What follows belongs to an exercise in optimizing a design on an open flow for a short achievable clock period and few clock cycles per item; a production flow would make more cautious choices.
The RTL was checked by simulation tests, not by an equivalence proof against the original design.
No activity file was given, so power comes from the tool's default toggle rates.

## next_greater_wait_stack_core
module next_greater_wait_stack_core #(
    parameter int STACK_DEPTH   = 32,
    parameter int SAMPLE_BITS   = 16,
    parameter int POSITION_BITS = 16
) (
    input  logic                     clk,
    input  logic                     rst_n,
    input  logic                     s_valid,
    output logic                     s_ready,
    input  logic [SAMPLE_BITS-1:0]   s_sample,
    input  logic                     s_last,
    output logic                     r_valid,
    input  logic                     r_ready,
    output logic [POSITION_BITS-1:0] r_position,
    output logic [POSITION_BITS-1:0] r_wait_count,
    output logic [1:0]               r_kind,
    output logic                     r_wrapped,
    output logic                     r_final
);
For scale: roughly 11000 cells after synthesis, about 59 I/O pins, ~130000 um2 of cells after synthesis.
clock: 5.0 ns
lec_check: 0
abc_clock_period_in_ps: 2000
cap_margin: 20
core_margin: 2
core_utilization: 40
setup_slack_margin: 3.1
slew_margin: 20
tns_end_percent: 100
run.sh (not shown) runs the stock make flow with config.mk's settings and CLKGATE_MAP_FILE= SYNTH_SCRIPT=/design/flow/synth_recipe.tcl, a recipe that flattens the netlist after the stock synthesis.
Testbench counts at the start, summed over its fixed seeds: cycles 17,717, items 17,297.
Rerun with:
--- a/flow/design.v
+++ b/flow/design.v
@@ -162,23 +162,24 @@
 module nqw_front (
     input  logic        clk,
     input  logic        rst_n,
     input  logic        s_valid,
     output logic        s_ready,
     input  logic [15:0] s_sample,
     input  logic        s_last,
     input  logic        quiet_done,    
     input  logic        op_taken,      
     output logic        in_v,
     output logic [15:0] in_s,
-    output logic        in_last
+    output logic        in_last,
+    output logic        in_gt_prev     
 );
     localparam int CB = nqw_pkg::OPQ_BITS + 2;
     logic          rdy_reg, acc, taken_reg;
     logic [CB-1:0] pend_reg;
     assign s_ready = rdy_reg;
     assign acc     = s_valid && rdy_reg;
     always_ff @(posedge clk or negedge rst_n)
     begin
         if (!rst_n)
         begin
             pend_reg <= '0;
@@ -188,31 +189,33 @@
         else
         begin
             taken_reg <= op_taken;
             pend_reg  <= pend_reg + CB'(acc) - CB'(quiet_done) - CB'(taken_reg);
             in_v     <= acc;
         end
     end
     always_ff @(posedge clk)
     begin
         rdy_reg <= (pend_reg + CB'(2) <= CB'(nqw_pkg::OPQ_DEPTH));
         in_s    <= s_sample;
+        in_gt_prev <= {~s_sample[15], s_sample[14:0]} > {~in_s[15], in_s[14:0]};
         in_last <= s_last;
     end
 endmodule
 module nqw_back (
     input  logic                         clk,
     input  logic                         rst_n,
     input  logic                         in_v,
     input  logic [15:0]                  in_s,
     input  logic                         in_last,
+    input  logic                         in_gt_prev,
     output logic                         quiet_done,    
     output logic                         op_push,
     output logic [nqw_pkg::OP_BITS-1:0]  op_data
 );
     localparam int D = nqw_pkg::STACK_DEPTH;
     function automatic logic gt_s(input logic [15:0] a, input logic [15:0] b);
         gt_s = {~a[15], a[14:0]} > {~b[15], b[14:0]};
     endfunction
     logic [D-1:0][15:0] val_reg;
     logic [D-1:0]       vld_reg, lt_reg, top_reg;
     logic [D-1:0]       botx_reg;        
@@ -227,23 +230,23 @@
         keep = vld_reg & ~lt_reg;
         for (int j = 0; j < D; j++)
         begin
             keep_dn[j] = keep[(j + D - 1) % D];
         end
         for (int j = 0; j < D; j++)
         begin
             wr[j] = bot[j] ? (!keep[j] || keep_dn[j]) : (keep_dn[j] && !keep[j]);
         end
         evict   = ((bot & keep_dn) != '0);
         any_pop = (pop != '0);
-        y_gt_x  = gt_s(in_s, x_s);
+        y_gt_x  = in_gt_prev;
         for (int j = 0; j < D; j++)
         begin
             lt_next[j] = (x_v && wr[j]) ? y_gt_x : gt_s(in_s, val_reg[j]);
         end
     end
     always_ff @(posedge clk or negedge rst_n)
     begin
         if (!rst_n)
         begin
             x_v     <= 1'b0;
             vld_reg <= '0;
@@ -752,50 +755,52 @@
     input  logic                     s_last,
     output logic                     r_valid,
     input  logic                     r_ready,
     output logic [POSITION_BITS-1:0] r_position,
     output logic [POSITION_BITS-1:0] r_wait_count,
     output logic [1:0]               r_kind,
     output logic                     r_wrapped,
     output logic                     r_final
 );
     localparam int OB = nqw_pkg::OP_BITS;
     localparam int RB = nqw_pkg::RES_BITS;
-    logic                         in_v, in_last;
+    logic                         in_v, in_last, in_gt_prev;
     logic                         quiet_done;
     logic [15:0]                  in_s;
     logic                         op_push, op_pop, op_avail;
     logic [OB-1:0]                op_data, op_head;
     logic [nqw_pkg::OPQ_BITS:0]   opq_fill;
     logic                         res_push;
     logic [RB-1:0]                res_data;
     logic [nqw_pkg::RQ_BITS:0]    rq_fill;
     nqw_front u_front (
         .clk      (clk),
         .rst_n    (rst_n),
         .s_valid  (s_valid),
         .s_ready  (s_ready),
         .s_sample (s_sample),
         .s_last   (s_last),
         .quiet_done (quiet_done),
         .op_taken   (op_pop),
         .in_v     (in_v),
         .in_s     (in_s),
-        .in_last  (in_last)
+        .in_last  (in_last),
+        .in_gt_prev (in_gt_prev)
     );
     nqw_back u_back (
         .clk     (clk),
         .rst_n   (rst_n),
         .in_v    (in_v),
         .in_s    (in_s),
         .in_last (in_last),
+        .in_gt_prev (in_gt_prev),
         .quiet_done (quiet_done),
         .op_push (op_push),
         .op_data (op_data)
     );
     nqw_opq #(
         .WIDTH (OB),
         .DEPTH (nqw_pkg::OPQ_DEPTH),
         .PB    (nqw_pkg::OPQ_BITS)
     ) u_opq (
         .clk       (clk),
         .rst_n     (rst_n),
The new run went through all stages and came out clean. Utilization goes up by 1.6 points. Die area stays flat. Wire length goes up by a few percent. Clock power is about the same. Sequential share of layout area goes down by 1.5 points. Worst setup slack loses 98 ps. Cell area goes up by a few percent. Final cell count goes up slightly. Via count goes up slightly. Non-clock buffer count goes up by 189.
Testbench counts after the change, summed over its fixed seeds: cycles 17,717, items 17,297.

## what the ideal ports hide
The results above use ideal ports. As a check the final layouts listed here were re-extracted and re-timed, cells and wires unchanged.
Step 1 (the two cells are an assumption about what drives the block):
set clk [get_ports {clk}]
set_driving_cell -lib_cell sky130_fd_sc_hd__clkbuf_16 $clk
set_driving_cell -lib_cell sky130_fd_sc_hd__buf_2 [delete_from_list [all_inputs] $clk]
Step 2 adds t to the input delays and takes it off the output delays; t is the mean of the earliest and latest rising clock arrival at the registers after step 1. Input paths then give back, and output paths get back, about the clock's delay inside the block.
a / b / c = ideal / step 1 / step 2; a / b = the first two.
run | t, ns | setup WS [ns] | worst data-port slew with drivers (ns)
the first run | 0.985 | 2.549 / 2.442 / 2.176 | 0.06
the second run | 1.020 | 2.451 / 2.373 / 2.155 | 0.12
After both steps every run listed still meets setup and hold. The setup slack of the first run, which loses most, moves by -0.107 ns with the drivers and by -0.373 ns with both steps.
